Source: an optimization exercise on an open RTL-to-GDS flow (aim: small area). Production flows keep margins and buffers that such runs may drop. Only simulation tests tie the RTL to the original design; equivalence was not proved. No activity file was given, so power comes from the tool's default toggle rates.

`flow/config.mk`:
```
export PLATFORM = sky130hd
export DESIGN_NAME = regfile_scoreboard
export DESIGN_NICKNAME = regfile_scoreboard
export VERILOG_FILES = /design/flow/design.v
export SDC_FILE = /design/flow/constraint.sdc
export NUM_CORES = 4
export LEC_CHECK = 0
export CAP_MARGIN = 20
export CORE_MARGIN = 2
export CORE_UTILIZATION = 25
export PLACE_DENSITY = 0.9
export SLEW_MARGIN = 20
export SYNTH_HIERARCHICAL = 1
```
`flow/constraint.sdc`:
```
create_clock -name core_clock -period 8.0 [get_ports {clock}]
set_input_delay 1.6000 -clock core_clock [delete_from_list [all_inputs] [get_ports {clock}]]
set_output_delay 1.6000 -clock core_clock [all_outputs]
set_load 0.01 [all_outputs]
```
`flow/design.v`:
```
module regfile_pending #(
    parameter int ADDR_W   = 5,
    parameter int ZERO_REG = 1
) (
    input  logic                   clock,
    input  logic                   reset_n,
    input  logic [3:0]             lo1,         
    input  logic [7:0]             hi1,         
    input  logic [3:0]             lo2,         
    input  logic [7:0]             hi2,         
    input  logic [31:1]            wr_dec,      
    input  logic [3:0]             iss_lo,      
    input  logic [7:0]             iss_hi,      
    input  logic                   wb_hit_s1,   
    input  logic                   wb_hit_s2,   
    output logic                   stall,
    output logic [31:0]            pending
);
    logic [31:1] pending_q;
    logic [31:1] pending_d;
    logic        pend_s1, pend_s2;
    for (genvar i = 1; i < 32; i++) begin : g_row
        regfile_pendrow u_row (
            .iss_lo (iss_lo[i % 4]),
            .iss_hi (iss_hi[i / 4]),
            .we     (wr_dec[i]),
            .q      (pending_q[i]),
            .d      (pending_d[i])
        );
    end
    always_ff @(posedge clock or negedge reset_n) begin
        if (!reset_n) begin
            pending_q <= '0;
        end else begin
            pending_q <= pending_d;
        end
    end
    regfile_pendsel u_pend_s1 (.lo (lo1), .hi (hi1), .pend ({pending_q, 1'b0}), .q (pend_s1));
    regfile_pendsel u_pend_s2 (.lo (lo2), .hi (hi2), .pend ({pending_q, 1'b0}), .q (pend_s2));
    assign stall   = (pend_s1 && !wb_hit_s1) || (pend_s2 && !wb_hit_s2);
    assign pending = {pending_q, 1'b0};
endmodule
module regfile_pendrow (
    input  logic iss_lo,
    input  logic iss_hi,
    input  logic we,
    input  logic q,
    output logic d
);
    assign d = (iss_lo && iss_hi) || (q && !we);
endmodule
module regfile_pendsel (
    input  logic [3:0]  lo,
    input  logic [7:0]  hi,
    input  logic [31:0] pend,
    output logic        q
);
    logic [7:0] grp;
    regfile_oh3 u_grp0 (.sel (lo[3:1]), .data (pend[3:1]), .q (grp[0]));
    for (genvar k = 1; k < 8; k++) begin : g_grp
        regfile_oh4 u_grp (.sel (lo), .data (pend[4*k +: 4]), .q (grp[k]));
    end
    regfile_oh8 u_top (.sel (hi), .data (grp), .q (q));
endmodule
module regfile_oh3 (
    input  logic [2:0] sel,
    input  logic [2:0] data,
    output logic       q
);
    assign q = |(sel & data);
endmodule
module regfile_oh4 (
    input  logic [3:0] sel,
    input  logic [3:0] data,
    output logic       q
);
    assign q = |(sel & data);
endmodule
module regfile_oh8 (
    input  logic [7:0] sel,
    input  logic [7:0] data,
    output logic       q
);
    assign q = |(sel & data);
endmodule
module regfile_scoreboard #(
    parameter int DATA_W   = 32,
    parameter int ADDR_W   = 5,
    parameter int ZERO_REG = 1
) (
    input  logic                   clock,
    input  logic                   reset_n,
    input  logic [ADDR_W-1:0]      w_address_s1,
    input  logic [ADDR_W-1:0]      w_address_s2,
    output logic [DATA_W-1:0]      w_data_s1val,
    output logic [DATA_W-1:0]      w_data_s2val,
    input  logic                   w_wr_en,
    input  logic [ADDR_W-1:0]      w_address_d,
    input  logic [DATA_W-1:0]      w_data_dval,
    input  logic                   w_issue_en,
    input  logic [ADDR_W-1:0]      w_issue_addr,
    output logic                   w_stall,
    output logic [(1<<ADDR_W)-1:0] w_pending
);
    logic [31:0] regs_q [1:31];
    logic [31:1] valid_q, valid_d;
    logic [3:0]  lo1, lo2, lod, loi;
    logic [7:0]  hi1, hi2, hid, hii;
    logic [31:1] wr_dec, sel_s1, sel_s2;
    logic        wb_hit_s1, wb_hit_s2, byp_s1, byp_s2;
    regfile_predec2  u_lo1 (.a (w_address_s1[1:0]), .y (lo1));
    regfile_predec2  u_lo2 (.a (w_address_s2[1:0]), .y (lo2));
    regfile_predec2  u_lod (.a (w_address_d[1:0]),  .y (lod));
    regfile_predec2  u_loi (.a (w_issue_addr[1:0]), .y (loi));
    regfile_predec3  u_hi1 (.a (w_address_s1[4:2]), .y (hi1));
    regfile_predec3  u_hi2 (.a (w_address_s2[4:2]), .y (hi2));
    regfile_predec3e u_hid (.a (w_address_d[4:2]),  .en (w_wr_en),    .y (hid));
    regfile_predec3e u_hii (.a (w_issue_addr[4:2]), .en (w_issue_en), .y (hii));
    for (genvar i = 1; i < 32; i++) begin : g_ctl
        regfile_rowctl u_ctl (
            .lo1     (lo1[i % 4]),
            .hi1     (hi1[i / 4]),
            .lo2     (lo2[i % 4]),
            .hi2     (hi2[i / 4]),
            .lod     (lod[i % 4]),
            .hid     (hid[i / 4]),
            .valid_q (valid_q[i]),
            .we      (wr_dec[i]),
            .sel1    (sel_s1[i]),
            .sel2    (sel_s2[i]),
            .valid_d (valid_d[i])
        );
    end
    assign wb_hit_s1 = w_wr_en && (w_address_d == w_address_s1);
    assign wb_hit_s2 = w_wr_en && (w_address_d == w_address_s2);
    assign byp_s1    = reset_n && wb_hit_s1 && (w_address_s1 != '0);
    assign byp_s2    = reset_n && wb_hit_s2 && (w_address_s2 != '0);
    regfile_pending #(
        .ADDR_W   (ADDR_W),
        .ZERO_REG (ZERO_REG)
    ) u_pending (
        .clock     (clock),
        .reset_n   (reset_n),
        .lo1       (lo1),
        .hi1       (hi1),
        .lo2       (lo2),
        .hi2       (hi2),
        .wr_dec    (wr_dec),
        .iss_lo    (loi),
        .iss_hi    (hii),
        .wb_hit_s1 (wb_hit_s1),
        .wb_hit_s2 (wb_hit_s2),
        .stall     (w_stall),
        .pending   (w_pending)
    );
    always_ff @(posedge clock or negedge reset_n) begin
        if (!reset_n) begin
            valid_q <= '0;
        end else begin
            valid_q <= valid_d;
        end
    end
    always_ff @(posedge clock) begin
        for (int i = 1; i < 32; i++) begin
            if (wr_dec[i]) begin
                regs_q[i] <= w_data_dval;
            end
        end
    end
    for (genvar b = 0; b < DATA_W; b++) begin : g_rd
        logic [31:1] col;
        for (genvar i = 1; i < 32; i++) begin : g_col
            assign col[i] = regs_q[i][b];
        end
        regfile_rdbit u_rd1 (
            .sel  ({sel_s1, byp_s1}),
            .data ({col, w_data_dval[b]}),
            .q    (w_data_s1val[b])
        );
        regfile_rdbit u_rd2 (
            .sel  ({sel_s2, byp_s2}),
            .data ({col, w_data_dval[b]}),
            .q    (w_data_s2val[b])
        );
    end
endmodule
module regfile_rowctl (
    input  logic lo1,
    input  logic hi1,
    input  logic lo2,
    input  logic hi2,
    input  logic lod,
    input  logic hid,
    input  logic valid_q,
    output logic we,
    output logic sel1,
    output logic sel2,
    output logic valid_d
);
    logic live;
    regfile_and2 u_we   (.a ({lod, hid}),       .y (we));
    assign live    = valid_q && !we;
    regfile_and3 u_sel1 (.a ({lo1, hi1, live}), .y (sel1));
    regfile_and3 u_sel2 (.a ({lo2, hi2, live}), .y (sel2));
    assign valid_d = valid_q || we;
endmodule
module regfile_and2 (
    input  logic [1:0] a,
    output logic       y
);
    assign y = &a;
endmodule
module regfile_and3 (
    input  logic [2:0] a,
    output logic       y
);
    assign y = &a;
endmodule
module regfile_predec2 (
    input  logic [1:0] a,
    output logic [3:0] y
);
    for (genvar k = 0; k < 4; k++) begin : g_y
        assign y[k] = (a == 2'(k));
    end
endmodule
module regfile_predec3 (
    input  logic [2:0] a,
    output logic [7:0] y
);
    for (genvar k = 0; k < 8; k++) begin : g_y
        assign y[k] = (a == 3'(k));
    end
endmodule
module regfile_predec3e (
    input  logic [2:0] a,
    input  logic       en,
    output logic [7:0] y
);
    for (genvar k = 0; k < 8; k++) begin : g_y
        assign y[k] = en && (a == 3'(k));
    end
endmodule
module regfile_rdbit (
    input  logic [31:0] sel,
    input  logic [31:0] data,
    output logic        q
);
    logic [10:0] grp_n;
    logic [2:0]  part;
    for (genvar g = 0; g < 10; g++) begin : g_grp
        regfile_aoi3 u_aoi (
            .s  (sel[3*g +: 3]),
            .d  (data[3*g +: 3]),
            .qn (grp_n[g])
        );
    end
    regfile_aoi2 u_aoi_last (
        .s  (sel[31:30]),
        .d  (data[31:30]),
        .qn (grp_n[10])
    );
    regfile_nand4 u_nand_0 (.a (grp_n[3:0]),  .y (part[0]));
    regfile_nand4 u_nand_1 (.a (grp_n[7:4]),  .y (part[1]));
    regfile_nand3 u_nand_2 (.a (grp_n[10:8]), .y (part[2]));
    regfile_or3   u_or     (.a (part),        .y (q));
endmodule
module regfile_aoi3 (
    input  logic [2:0] s,
    input  logic [2:0] d,
    output logic       qn
);
    assign qn = ~|(s & d);
endmodule
module regfile_aoi2 (
    input  logic [1:0] s,
    input  logic [1:0] d,
    output logic       qn
);
    assign qn = ~|(s & d);
endmodule
module regfile_nand2 (
    input  logic [1:0] a,
    output logic       y
);
    assign y = ~&a;
endmodule
module regfile_nand3 (
    input  logic [2:0] a,
    output logic       y
);
    assign y = ~&a;
endmodule
module regfile_nand4 (
    input  logic [3:0] a,
    output logic       y
);
    assign y = ~&a;
endmodule
module regfile_or3 (
    input  logic [2:0] a,
    output logic       y
);
    assign y = |a;
endmodule
```
`flow/flow/run.sh`:
```
#!/bin/bash
# Own flow: the standard ORFS layout (standard.sh, unchanged synthesis)
# with these changes:
#  - port buffers are buf_1 instead of the default delay buffer;
#  - before global placement, the AND gates that drive a whole register row
#    are sized up (flow/upsize_fanout.tcl), so they need no buffers;
#  - before repair_design, the other combinational cells are set to the
#    smallest size of their family (flow/downsize.tcl), so repair sizes up
#    only where needed;
#  - CTS uses clkbuf_8 with smaller clusters and no dummy loads.
# Each ORFS step writes its full log under orfs/logs/; standard.sh's own
# output goes to standard.log here.
set -euo pipefail
here=$(pwd)
export BUFFER_PORTS_ARGS="-buffer_cell sky130_fd_sc_hd__buf_1"
export PRE_GLOBAL_PLACE_TCL="$here/flow/upsize_fanout.tcl"
export PRE_RESIZE_TCL="$here/flow/downsize.tcl"
export CTS_ARGS="-sink_clustering_enable -repair_clock_nets -dont_use_dummy_load -buf_list sky130_fd_sc_hd__clkbuf_8 -sink_clustering_size 16 -sink_clustering_max_diameter 50"
bash standard.sh > "$here/standard.log" 2>&1
```
`flow/flow/downsize.tcl`:
```
# Hooked in before repair_design (PRE_RESIZE_TCL): set every combinational
# cell that drives fewer than 16 pins to the smallest-area cell of its
# family (same function, e.g. a22oi_2 -> a22oi_1). repair_design and repair_timing then size up only
# the cells that slew, capacitance or timing need. Flip-flops, clock cells
# and tap cells are left alone.
set family_min [dict create]
set masters {}
foreach db_lib [[ord::get_db] getLibs] { lappend masters {*}[$db_lib getMasters] }
foreach m $masters {
  set n [$m getName]
  if {![regexp {^(sky130_fd_sc_hd__[a-z0-9]+)_([0-9]+)$} $n -> fam drv]} { continue }
  set lc [get_lib_cells -quiet */$n]
  if {$lc == ""} { continue }
  if {[get_property $lc dont_use]} { continue }
  set a [expr {[$m getWidth] * [$m getHeight]}]
  if {![dict exists $family_min $fam] || $a < [lindex [dict get $family_min $fam] 1]} {
    dict set family_min $fam [list $n $a]
  }
}
set skip {^sky130_fd_sc_hd__(df|edf|sdf|dl|clk|tap|fill|decap|conb|diode|buf_|bufbuf|bufinv|lpflow|probe)}
set n_resized 0
foreach inst [[ord::get_db_block] getInsts] {
  set fo 0
  foreach it [$inst getITerms] { if {[$it isOutputSignal] && [$it getNet] ne "NULL"} { set fo [expr {[llength [[$it getNet] getITerms]] - 1}] } }
  if {$fo >= 16} { continue }
  set m [$inst getMaster]
  set n [$m getName]
  if {[regexp $skip $n]} { continue }
  if {![regexp {^(sky130_fd_sc_hd__[a-z0-9]+)_([0-9]+)$} $n -> fam drv]} { continue }
  if {![dict exists $family_min $fam]} { continue }
  set target [lindex [dict get $family_min $fam] 0]
  if {$target ne $n} {
    replace_cell [$inst getName] $target
    incr n_resized
  }
}
puts "downsize.tcl: resized $n_resized instances to the smallest cell of their family"
```
`flow/flow/upsize_fanout.tcl`:
```
# Hooked in before global placement (PRE_GLOBAL_PLACE_TCL): the AND gates
# that drive 16 or more pins (the row write enables and read selects) get
# the _2 size of their family, which drives a whole row without a buffer.
set n 0
foreach inst [[ord::get_db_block] getInsts] {
  set m [[$inst getMaster] getName]
  if {![regexp {^sky130_fd_sc_hd__(and2|and3|and4)_1$} $m -> fam]} { continue }
  set fo 0
  foreach it [$inst getITerms] {
    if {[$it isOutputSignal] && [$it getNet] ne "NULL"} { set fo [expr {[llength [[$it getNet] getITerms]] - 1}] }
  }
  if {$fo >= 16} { replace_cell [$inst getName] sky130_fd_sc_hd__${fam}_2; incr n }
}
puts "upsize_fanout.tcl: upsized $n high-fanout drivers"
```
`flow/standard.sh`:
```
#!/bin/bash
# synth_recipe.tcl (not shown) runs the flow's synth.tcl, then flattens the netlist and writes it again
# the make line also repeats each setting of config.mk as NAME=value (left out here)
make -C /OpenROAD-flow-scripts/flow DESIGN_CONFIG=/design/flow/config.mk WORK_HOME=/design/flow/orfs CLKGATE_MAP_FILE= SYNTH_SCRIPT=/design/flow/synth_recipe.tcl "${@:-finish}"
```
==> run notes, run 1 <==
site row count=151; GRT Residual Overflow=0; worst hold path depth=1; Worst setup EP type=primary output; vias in the first global route=30.7k; IO Pins=153; clock latency (worst-skew pair)=0.74 ns; Worst-Margin Slew=1.09 ns; Num CTS Buffers=80; antenna violations before repair=18; P per Cell Area=206 nW/um^2; DR iter-0 viols=11.2k; total track usage=16.5%; TNS Setup=0 ns; status=finished clean; clk root buf=clkbuf_8; FF+latch count, synth=1,054; Hold Fails Final Rpt=0; pre-CTS setup slack=1.34 ns; R2R setup slack=7.21 ns; Cells after Synth=2,393; Total Die Area=173,000 um^2; largest area contributor in the netlist=edfxtp_1; fill count=16.4k; worst endpoint data arrival time=5.40 ns; Synth cell types=33; sequential element share of the synthesized area=73.7%; final wirelength=153 mm; port bufs=151; asr flop ratio synth=5.88%; ranking of synthesized cells by area=edfxtp_1 70%, a222oi_1 15%, dfrtp_1 3.6%, nand4_1 1.9%, a22oi_2 1.9%; Routed WL per cell=31.1 um; DP Wirelength=91.2 mm; peak supply drop=0.133 mV; CTS tree=yes; CP Data Required Time=6.40 ns; core area=169,000 um^2; TritonRoute pass-1 iters=17; Slew HR=27.1%; CP cell instances=buf_1, and2_0, and2_0, buf_4, nor2b_1, and3_2, a222oi_1, nand3_1, or3_1, buf_1; layout cells sized above 1=8.46%; maximum net fanout on the critical path=35; nets@finish=2,765; H-tree levels=3; Reg2Reg Launch Point=u_pending.pending_q[5]; most numerous cell in the Yosys netlist=edfxtp_1; worst stage delay on the critical path=0.61 ns; Hold Path Origin=valid_q[11]; slowest stage cell, crit path=or3_1; Fmax=143 MHz; clock slew at reported path FFs=0.07 ns; Final Skew=0 ns; Register-to-Register Path Depth=2; Lkg Pwr=14.3 nW; predominant post-synthesis flop cell=edfxtp_1; post-CTS setup buffer count=0; Routed Antenna Nets=0; max-capacitance violation count=0; Post-Syn Nets=2,449; global-route wire length before repair=213 mm; Initial Util=25.1%; Synth-to-Final Area Change=11.0%; endpoints failing setup=0; Clock Path Buffers=3; Layout Cells excl Fill=4,931; r2r endpoint=u_pending.pending_q[5]; Hold Buf Count CTS=0; CP Launch Type=input pin; period utilisation layout=87.5%; Die Span Y=416 um; gpl congestion=0.963; synth warn=9; DR vias/cell=6.55; Inst Count DP=4,845; Hold Crit Endpoint=valid_q[11]; number of synthesized flops with an enable pin=992; Commonest cells post-synth=992 x edfxtp_1, 642 x a222oi_1, 132 x nand4_1; Die X=416 um; Syn Area/Cell=17.8 um^2; mapped cell area=42,500 um^2; vias=32.3k; Hold Path Class=register to register; RSZ-0062 raised after global routing=false; largest net degree at the start of global routing=46; fin crit period=7.00 ns; CTS Sinks=1,054; Worst Slack Setup Final=0.998 ns; Overall Power=0.00970 W; CTS resizes=0; Final Max Tran Viols=0; Worst Path Class, Setup=input pin to primary output; DRC viols=0; area share of the largest cell type after synthesis=70.1%
placed cells by master, fill, tap and decap left out, drive strengths merged, types with 31 or more instances in the layout:
cell type,netlist,routed
edfxtp,992,992
clkbuf,0,84
nor2b,35,35
o21ai,31,31
dfrtp,62,62
buf,1,231
a222oi,642,642
inv,35,35
nand4,132,132
or2,31,31
a22oi,100,100
and3,64,64
nand2,47,47
or3,64,64
nand3,64,64
and2,35,35
layout make-up:
type	instances	area, um^2	area share [%]
timing repair buffer	235	1200	2.55
sequential	1054	31300	66.4
tap	2218	2780	5.88
clock buffer	80	1100	2.33
multi-input combinational	1303	10600	22.5
inverter	35	131	0.278
antenna	6	15.0	0.0318
through the flow:
step | area (um^2) | hold WS [ns] | util (%)
after floorplan | 42500 | 0.425 | -
after global placement | 46600 | 0.438 | 27.6
after detailed placement | 46100 | 0.457 | 27.3
after CTS | 47200 | 0.475 | 27.9
after global routing | 47200 | 0.495 | 27.9
final | 47200 | 0.474 | 27.9
Yosys stat by module, one instance, submodules excluded, excerpt:
module,flip-flops and latches,cell area [um^2],times used
regfile_and2,0,6.26,31
regfile_and3,0,6.26,62
regfile_aoi2,0,12.5,64
regfile_aoi3,0,10.0,640
regfile_nand3,0,5.00,64
regfile_oh3,0,13.8,2
regfile_oh4,0,18.8,14
regfile_oh8,0,36.3,2
regfile_or3,0,6.26,64
regfile_pendrow,0,16.3,31
regfile_predec2,0,26.3,4
regfile_predec3,0,65.1,2
regfile_predec3e,0,96.3,2
regfile_rowctl,0,12.5,31
regfile_scoreboard,1023,30700,1
metal layers:
layer | vias to the layer above | track usage [%] | wire length [um]
met2 | 4111 | 26.8 | 68900
met5 | - | 0.167 | 140
met3 | 931 | 5.94 | 28900
li1 | 12100 | - | -
met4 | 24 | 10.3 | 13100
met1 | 15100 | 18.5 | 42100
worst max-delay path by stage:
stage	start	endpoint	cells after the start
floorplan	w_address_d[2]	w_data_s1val[0]	6
global placement	w_address_d[0]	w_data_s1val[21]	10
detailed placement	w_wr_en	w_data_s1val[25]	10
CTS	w_wr_en	w_data_s1val[25]	10
global route	w_address_d[1]	w_data_s1val[21]	10
finish	w_address_d[1]	w_data_s1val[21]	10
registers in the layout, summed over array words and instances, names as in the netlist:
register and flops:
regs_q 992, u_pending.pending_q 31, valid_q 31
power by group:
| group | internal (W) | leakage (nW) | total, W | switching, W |
|---|---|---|---|---|
| sequential | 0.00616 | 9.63 | 0.00626 | 0.0000996 |
| clock | 0.000896 | 0.575 | 0.00254 | 0.00164 |
| combinational | 0.000242 | 4.09 | 0.000903 | 0.000662 |
| total | 0.00730 | 14.3 | 0.00970 | 0.00240 |
kinds of logic after synthesis:
logic type,count (synthesis),synth area share (%)
flip-flops,1054,73.7
AO/OA/AOI/OAI,776,18.3
AND/OR/NAND/NOR,516,7.42
buffers and inverters,36,0.327
XOR/XNOR,10,0.206
other,1,0.00882
critical path, delay by kind of cell:
kind	cells	cell delay, ns
simple gates	6	2.34
buf+inv	3	0.93
compound gates	1	0.48
==> run 2: changes to the inputs <==
--- a/flow/design.v
+++ b/flow/design.v
@@ -104,4 +104,6 @@
 );
     logic [31:0] regs_q [1:31];
+    logic [31:0] regs_d [1:31];
+    logic [31:1] wr_dec_n;
     logic [31:1] valid_q, valid_d;
     logic [3:0]  lo1, lo2, lod, loi;
@@ -127,4 +129,5 @@
             .valid_q (valid_q[i]),
             .we      (wr_dec[i]),
+            .we_n    (wr_dec_n[i]),
             .sel1    (sel_s1[i]),
             .sel2    (sel_s2[i]),
@@ -161,9 +164,16 @@
         end
     end
+    for (genvar i = 1; i < 32; i++) begin : g_row
+        regfile_hold u_hold (
+            .we   (wr_dec[i]),
+            .we_n (wr_dec_n[i]),
+            .wd   (w_data_dval),
+            .q    (regs_q[i]),
+            .d    (regs_d[i])
+        );
+    end
     always_ff @(posedge clock) begin
         for (int i = 1; i < 32; i++) begin
-            if (wr_dec[i]) begin
-                regs_q[i] <= w_data_dval;
-            end
+            regs_q[i] <= regs_d[i];
         end
     end
@@ -194,4 +204,5 @@
     input  logic valid_q,
     output logic we,
+    output logic we_n,
     output logic sel1,
     output logic sel2,
@@ -199,5 +210,6 @@
 );
     logic live;
-    regfile_and2 u_we   (.a ({lod, hid}),       .y (we));
+    regfile_and2  u_we   (.a ({lod, hid}),       .y (we));
+    regfile_inv   u_we_n (.a (we),               .y (we_n));
     assign live    = valid_q && !we;
     regfile_and3 u_sel1 (.a ({lo1, hi1, live}), .y (sel1));
@@ -205,4 +217,13 @@
     assign valid_d = valid_q || we;
 endmodule
+module regfile_hold (
+    input  logic        we,
+    input  logic        we_n,
+    input  logic [31:0] wd,
+    input  logic [31:0] q,
+    output logic [31:0] d
+);
+    assign d = ({32{we}} & wd) | ({32{we_n}} & q);
+endmodule
 module regfile_and2 (
     input  logic [1:0] a,
@@ -280,9 +301,9 @@
     assign qn = ~|(s & d);
 endmodule
-module regfile_nand2 (
-    input  logic [1:0] a,
-    output logic       y
+module regfile_inv (
+    input  logic a,
+    output logic y
 );
-    assign y = ~&a;
+    assign y = ~a;
 endmodule
 module regfile_nand3 (
==> flow/flow/upsize_fanout.tcl (replaced) <==
# Hooked in before global placement (PRE_GLOBAL_PLACE_TCL): the AND gates
# and inverters that drive 16 or more pins (the row write enables and read
# selects) are sized up (_4 for AND2, _2 for the others), which drives a
# whole row without a buffer.
set n 0
foreach inst [[ord::get_db_block] getInsts] {
  set m [[$inst getMaster] getName]
  if {![regexp {^sky130_fd_sc_hd__(and2|and3|and4|inv)_1$} $m -> fam]} { continue }
  set fo 0
  foreach it [$inst getITerms] {
    if {[$it isOutputSignal] && [$it getNet] ne "NULL"} { set fo [expr {[llength [[$it getNet] getITerms]] - 1}] }
  }
  set size [expr {$fam eq "and2" ? 4 : 2}]
  if {$fo >= 16} { replace_cell [$inst getName] sky130_fd_sc_hd__${fam}_$size; incr n }
}
puts "upsize_fanout.tcl: upsized $n high-fanout drivers"
--- a/flow/config.mk
+++ b/flow/config.mk
@@ -9,5 +9,5 @@
 export CORE_MARGIN = 2
 export CORE_UTILIZATION = 25
-export PLACE_DENSITY = 0.9
+export PLACE_DENSITY = 0.7
 export SLEW_MARGIN = 20
 export SYNTH_HIERARCHICAL = 1
==> run notes, run 2 <==
sequential element share of the synthesized area=49.1% (-25 points); max FFs per register=992 (unchanged); H-tree levels=3 (unchanged); area share of the largest cell type after synthesis=45.6% (-24 points); site row count=153 (+1.3%); Overall Power=0.0119 W (+23%); layout cells sized above 1=8.09% (-0.37 points); DRC viols=0 (unchanged); RSZ-0062 raised after global routing=false; TritonRoute pass-1 iters=12 (-5); GRT Residual Overflow=0 (unchanged); maximum net fanout on the critical path=22 (-37%); predominant post-synthesis flop cell=dfxtp_1; ranking of synthesized cells by area=dfxtp_1 46%, a22o_1 19%, a222oi_1 15%, buf_6 4.8%, dfrtp_1 3.6%; Final Skew=0 ns (unchanged); Lkg Pwr=18.3 nW (+28%); Slew HR=11.9% (-15 points); global-route wire length before repair=291 mm (+37%); Hold Buf Count CTS=0 (unchanged); Hold WS=0.466 ns (-0.00804 ns); Clock Path Buffers=3 (unchanged); CTS Sinks=1,054 (unchanged); Synth-to-Final Area Change=7.71%; worst endpoint data arrival time=5.32 ns (-0.08 ns); IO Pins=153 (unchanged); nets@finish=3,853 (+39%); Worst setup EP type=primary output; Biggest register=regs_q; gpl congestion=0.935 (-2.9%); asr flop ratio synth=5.88% (unchanged); Initial Util=25.1% (-0.026 points); peak supply drop=0.125 mV (-5.9%); Num CTS Buffers=106 (+33%); Hold Fails Final Rpt=0 (unchanged); Final Max Tran Viols=0 (unchanged); endpoints failing setup=0 (unchanged); CP Data Required Time=6.40 ns (about the same); Worst-Margin Slew=1.32 ns (+0.228 ns); DP Wirelength=124 mm (+36%); FF+latch count, synth=1,054 (unchanged); TNS Setup=0 ns (unchanged); Syn Area/Cell=12.1 um^2 (-32%); Routed Antenna Nets=0 (unchanged); Routed WL per cell=34.1 um (+9.9%); post-CTS setup buffer count=0 (unchanged); Commonest cells post-synth=992 x dfxtp_1, 930 x a22o_1, 642 x a222oi_1, 186 x buf_6, 132 x nand4_1; number of synthesized flops with an enable pin=0 (-100%); fin crit period=6.92 ns (-0.0827 ns); DR vias/cell=6.94 (+5.8%); vias=42.5k (+32%); largest net degree at the start of global routing=54 (+17%); Die Span Y=421 um (+1.2%); antenna violations before repair=43 (+25); Post-Syn Nets=3,658 (+49%); total track usage=21.9% (+5.4 points); mapped cell area=43,600 um^2 (+2.5%); clock slew at reported path FFs=0.05 ns (-0.02 ns); clk root buf=clkbuf_8; biggest regs=regs_q x992, u_pending.pending_q x31, valid_q x31; final wirelength=209 mm (+37%); Worst Path Class, Setup=input pin to primary output; status=finished clean; Synth cell types=36 (+9.1%); vias in the first global route=39.7k (+29%); Hold Path Class=register to register; DR iter-0 viols=12.2k (+8.9%); CTS resizes=0 (unchanged); Cells after Synth=3,602 (+51%); CP Launch Type=input pin; Die X=421 um (+1.2%); Fmax=145 MHz (+1.2%); Total Die Area=178,000 um^2 (+2.4%); largest area contributor in the netlist=dfxtp_1; max-capacitance violation count=0 (unchanged); CTS tree=yes; synth warn=11 (+2); period utilisation layout=86.5% (-1.0 points); commonest cells after routing, fill and taps aside=992 x a22o_1, 992 x dfxtp_1, 642 x a222oi_1; P per Cell Area=254 nW/um^2 (+24%); clock latency (worst-skew pair)=0.77 ns (+0.03 ns); most numerous cell in the Yosys netlist=dfxtp_1; port bufs=151 (unchanged); core area=173,000 um^2 (+2.6%)
## run 2: changes by cell type after synthesis
| cell | change |
|---|---|
| inv_1 | +31 |
| buf_6 | +186 |
| a22o_1 | +930 |
| dfxtp_1 | +992 |
| edfxtp_1 | -992 |
| a22o_2 | +62 |
## run 2: cell families (layout without fill, tap and decap cells)
logic type / count (synthesis) / count (layout) / synth area share, %
flip-flops: 1054 / 1054 / 49.1
AND/OR/NAND/NOR: 516 / 516 / 7.24
XOR/XNOR: 10 / 10 / 0.201
other: 1 / 12 / 0.00861
buffers and inverters: 253 / 446 / 5.39
AO/OA/AOI/OAI: 1768 / 1768 / 38.0
## run 2: layout make-up
cell class | instances | area (um^2)
antenna | 11 | 27.5
clock buffer | 106 | 1460
fill | 18100 | 127000
inverter | 66 | 248
multi-input combinational | 2295 | 19300
sequential | 1054 | 21400
tap | 2325 | 2910
timing repair buffer | 274 | 1530
## run 2: worst paths after layout
path,cells after the start,end,slack (ns),start
worst max-delay path,10,w_data_s2val[0],1.08,w_address_d[0]
worst min-delay path,1,valid_q[28],0.47,valid_q[28]
worst max register to register,2,u_pending.pending_q[3],7.18,u_pending.pending_q[3]
worst min register to register,1,valid_q[28],0.47,valid_q[28]
max in group asynchronous,2,u_pending.pending_q[17],6.12,reset_n
min in group asynchronous,1,valid_q[13],0.75,reset_n
## run 2: routing by layer
metal | part of all wire [%] | GRT usage [%]
met1 | 34 | 26.0
met5 | 0.10 | 0.323
met4 | 7.6 | 13.8
met2 | 42 | 32.4
met3 | 17 | 9.55
## run 2: metrics by stage
step | cells | instance area, um^2 | worst slack [ns] | util, %
final | 6131 | 46900 | 1.08 | 27.1
after global routing | 6121 | 46900 | 1.15 | 27.0
after CTS | 6119 | 46900 | 1.33 | 27.0
after detailed placement | 6013 | 45400 | 1.34 | 26.2
after global placement | 6013 | 46000 | 1.46 | 26.5
after floorplan | 3602 | 43600 | 2.14 | -
## run 2: worst max-delay path, stage by stage
cell and delay (ns):
buf_1 0.31, and2_0 0.56, and2_0 0.26, nor2b_1 0.07
and3_1 0.56, buf_4 0.45, a222oi_1 0.36, nand4_1 0.42
or3_1 0.52, buf_1 0.15
## run 2: modules after synthesis, one instance, submodules excluded, a selection
| module | area, um^2 | cells inside |
|---|---|---|
| regfile_scoreboard | 20800 | 1045 |
| regfile_predec3e | 96.3 | 8 |
| regfile_predec3 | 65.1 | 8 |
| regfile_predec2 | 26.3 | 4 |
| regfile_oh4 | 18.8 | 3 |
| regfile_pendrow | 16.3 | 3 |
| regfile_oh3 | 13.8 | 2 |
| regfile_aoi3 | 10.0 | 1 |
| regfile_nand4 | 6.26 | 1 |
| regfile_and2 | 6.26 | 1 |
| regfile_nand3 | 5.00 | 1 |
| regfile_inv | 3.75 | 1 |
## run 2: power breakdown
part,internal [W],switching (W)
logic,0.000854,0.000894
clock network,0.00117,0.00181
registers,0.00631,0.000887
==> run 3: changes to the inputs <==
--- a/flow/flow/run.sh
+++ b/flow/flow/run.sh
@@ -8,5 +8,5 @@
 #    smallest size of their family (flow/downsize.tcl), so repair sizes up
 #    only where needed;
-#  - CTS uses clkbuf_8 with smaller clusters and no dummy loads.
+#  - CTS uses clkbuf_4 with small clusters and no dummy loads.
 # Each ORFS step writes its full log under orfs/logs/; standard.sh's own
 # output goes to standard.log here.
@@ -16,4 +16,4 @@
 export PRE_GLOBAL_PLACE_TCL="$here/flow/upsize_fanout.tcl"
 export PRE_RESIZE_TCL="$here/flow/downsize.tcl"
-export CTS_ARGS="-sink_clustering_enable -repair_clock_nets -dont_use_dummy_load -buf_list sky130_fd_sc_hd__clkbuf_8 -sink_clustering_size 16 -sink_clustering_max_diameter 50"
+export CTS_ARGS="-sink_clustering_enable -repair_clock_nets -dont_use_dummy_load -buf_list sky130_fd_sc_hd__clkbuf_4 -sink_clustering_size 10 -sink_clustering_max_diameter 35"
 bash standard.sh > "$here/standard.log" 2>&1
==> run notes, run 3 <==
area share of the largest cell type after synthesis=45.6% (unchanged); GRT Residual Overflow=0 (unchanged); vias=43.0k (+1.1%); Register-to-Register Path Depth=2 (unchanged); endpoints failing setup=0 (unchanged); Initial Util=25.1% (unchanged); CTS Sinks=1,054 (unchanged); CTS resizes=0 (unchanged); worst endpoint data arrival time=5.32 ns (about the same); Commonest cells post-synth=992 x dfxtp_1, 930 x a22o_1, 642 x a222oi_1, 186 x buf_6, 132 x nand4_1; H-tree levels=4 (+1); RSZ-0062 raised after global routing=false; DR iter-0 viols=12.2k (+0.35%); Fmax=145 MHz (about the same); clock latency (worst-skew pair)=1.05 ns (+0.28 ns); DP Wirelength=124 mm (unchanged); CP Launch Type=input pin; met3 Resource Use GR=10.0% (+0.45 points); status=finished clean; vias in the first global route=40.0k (+0.72%); gpl congestion=0.935 (unchanged); peak supply drop=0.135 mV (+8.2%); Die Span Y=421 um (unchanged); clk root buf=clkbuf_4; Cells after Synth=3,602 (unchanged); Syn Area/Cell=12.1 um^2 (unchanged); antenna violations before repair=44 (+2.3%); TritonRoute pass-1 iters=15 (+3); GR peak layer=met2; Total Die Area=178,000 um^2 (unchanged); post-synthesis compound-gate area fraction=38.0% (unchanged); max FFs per register=992 (unchanged); total track usage=22.1% (+0.15 points); Hold Buf Count CTS=0 (unchanged); port bufs=151 (unchanged); Num CTS Buffers=164 (+55%); maximum net fanout on the critical path=22 (unchanged); Clock Path Buffers=3 (unchanged); nets@finish=3,912 (+1.5%); clock slew at reported path FFs=0.11 ns (+0.06 ns); Hold Fails Final Rpt=0 (unchanged); GR Util met1=26.0% (+0.050 points); predominant post-synthesis flop cell=dfxtp_1; M2 GR Usage=32.1% (-0.31 points); Die X=421 um (unchanged); fin crit period=6.92 ns (-0.00372 ns); mux contribution to synthesized area=0% (unchanged); largest family of logic cells by synthesized area=compound AO/OA/AOI/OAI gates; commonest cells after routing, fill and taps aside=992 x a22o_1, 992 x dfxtp_1, 642 x a222oi_1; TNS Setup=0 ns (unchanged); most numerous cell in the Yosys netlist=dfxtp_1; layout cells sized above 1=9.47% (+1.4 points); DRC viols=0 (unchanged); Worst Path Class, Setup=input pin to primary output; number of synthesized flops with an enable pin=0 (unchanged); Synth Area in Adders=0% (unchanged); global-route wire length before repair=293 mm (+0.38%); Worst-Margin Slew=1.33 ns (+0.0102 ns); CP Data Required Time=6.40 ns (about the same); Synth cell types=36 (unchanged); max-capacitance violation count=0 (unchanged); Synth Area in XOR/XNOR=0.201% (unchanged); largest net degree at the start of global routing=54 (unchanged); synth warn=11 (unchanged); sequential element share of the synthesized area=49.1% (unchanged); DR vias/cell=6.94 (about the same); mapped cell area=43,600 um^2 (unchanged); Final Skew=0 ns (unchanged); largest area contributor in the netlist=dfxtp_1; P per Cell Area=251 nW/um^2 (-1.2%); Worst Slack Setup Final=1.08 ns (+0.00372 ns); asr flop ratio synth=5.88% (unchanged); ranking of synthesized cells by area=dfxtp_1 46%, a22o_1 19%, a222oi_1 15%, buf_6 4.8%, dfrtp_1 3.6%; Post-Synth Simple-Gate Area=7.24% (unchanged); final wirelength=210 mm (+0.52%); Routed WL per cell=34.0 um (-0.52%); Slew HR=11.2% (-0.68 points); Routed Antenna Nets=0 (unchanged); Final Max Tran Viols=0 (unchanged); biggest regs=regs_q x992, u_pending.pending_q x31, valid_q x31; period utilisation layout=86.4% (about the same); pre-CTS setup slack=1.34 ns (unchanged); CTS tree=yes; site row count=153 (unchanged); core area=173,000 um^2 (unchanged); Worst setup EP type=primary output; Lkg Pwr=18.3 nW (about the same); final core utilization=26.9% (-0.11 points); post-CTS setup buffer count=0 (unchanged); Hold Path Class=input pin to async pin; IO Pins=153 (unchanged); Synth-to-Final Area Change=7.26%; Biggest register=regs_q; FF+latch count, synth=1,054 (unchanged); Post-Syn Nets=3,658 (unchanged)
[run 3: cell counts after synthesis]
No cell type changed its count.
[run 3: modules after synthesis, one instance, submodules excluded, excerpt]
| module | flip-flops and latches | cell area [um^2] |
|---|---|---|
| regfile_and3 | 0 | 6.26 |
| regfile_aoi2 | 0 | 12.5 |
| regfile_aoi3 | 0 | 10.0 |
| regfile_hold | 0 | 350 |
| regfile_inv | 0 | 3.75 |
| regfile_nand3 | 0 | 5.00 |
| regfile_nand4 | 0 | 6.26 |
| regfile_oh3 | 0 | 13.8 |
| regfile_oh4 | 0 | 18.8 |
| regfile_oh8 | 0 | 36.3 |
| regfile_or3 | 0 | 6.26 |
| regfile_pendrow | 0 | 16.3 |
| regfile_predec2 | 0 | 26.3 |
| regfile_predec3 | 0 | 65.1 |
| regfile_rowctl | 0 | 12.5 |
| regfile_scoreboard | 1023 | 20800 |
[run 3: logic make-up after synthesis]
family | Yosys count
compound gates | 1768
flops | 1054
simple gates | 516
buf+inv | 253
xor+xnor | 10
other cells | 1
[run 3: stage by stage]
| stage | area [um^2] | instances | hold WS [ns] | total power [W] |
|---|---|---|---|---|
| 3_3_place_gp | 46000 | 6013 | 0.439 | 0.00889 |
| 2_1_floorplan | 43600 | 3602 | 0.425 | 0.00817 |
| 5_1_grt | 46700 | 6186 | 0.368 | 0.0121 |
| 3_5_place_dp | 45400 | 6013 | 0.458 | 0.00892 |
| 4_1_cts | 46600 | 6177 | 0.338 | 0.0116 |
| 6_report | 46700 | 6195 | 0.383 | 0.0117 |
[run 3: final timing paths]
kind | end | slack (ns) | startpoint
max in group asynchronous | u_pending.pending_q[9] | 6.43 | reset_n
min reg2reg | valid_q[26] | 0.47 | valid_q[26]
min | valid_q[14] | 0.38 | reset_n
max | w_data_s2val[0] | 1.08 | w_address_d[0]
min in group core_clock | valid_q[26] | 0.47 | valid_q[26]
max reg2reg | u_pending.pending_q[1] | 7.18 | u_pending.pending_q[1]
[run 3: final cells by class]
type,instances,area (um^2)
inverters,66,248
well taps,2325,2910
multi-input cells,2295,19300
clock buffers,164,1230
diodes,16,40.0
flip-flops and latches,1054,21400
fillers,18200,127000
repair buffers,275,1550
[run 3: per-layer routing]
| metal | wire, um | part of all wire [%] |
|---|---|---|
| met1 | 70000 | 33 |
| met2 | 86800 | 41 |
| met3 | 36700 | 17 |
| met4 | 16700 | 7.9 |
| met5 | 198 | 0.094 |
[run 3: where the power goes]
group          switching (W)  total (W)  internal [W]
Combinational       0.000895    0.00175      0.000854
Clock                0.00186    0.00280      0.000936
Sequential          0.000885    0.00719       0.00631
[run 3: worst max-delay path, stage by stage]
cell,delay (ns)
buf_1,0.31
and2_0,0.55
and2_0,0.26
nor2b_1,0.08
and3_1,0.57
buf_4,0.45
a222oi_1,0.34
nand4_1,0.42
or3_1,0.52
buf_1,0.15

## re-timing with driven ports
In the flow no input, the clock included, has a driving cell. The finished layouts below were timed again as built, in two steps. Step 1 assumes that a clkbuf_16 drives the clock port and a buf_2 every other input. Step 2 times the ports against the registers' clock, not the clock port: input delays grow and output delays shrink by t, the midpoint of the rising clock arrivals with the driver on. Slacks: no drivers / after step 1 / after step 2; pairs: no drivers / after step 1.
| run | t (ns) | setup slack, ns | worst hold slack (ns) | worst setup path at the end | worst register clock-pin slew, ns |
|---|---|---|---|---|---|
| run 1 | 0.805 | 0.998 / 0.973 / 0.973 | 0.474 / 0.474 / 0.474 | input to output | 0.11 / 0.11 |
| run 2 | 0.848 | 1.081 / 1.054 / 1.054 | 0.466 / 0.466 / 0.466 | input to output | 0.11 / 0.11 |
| run 3 | 1.181 | 1.084 / 1.054 / 1.054 | 0.383 / 0.380 / 0.466 | input to output | 0.12 / 0.12 |
After both steps every run listed still meets setup and hold. The setup slack of run 3, which loses most, moves by -0.030 ns with the drivers and by -0.030 ns with both steps.
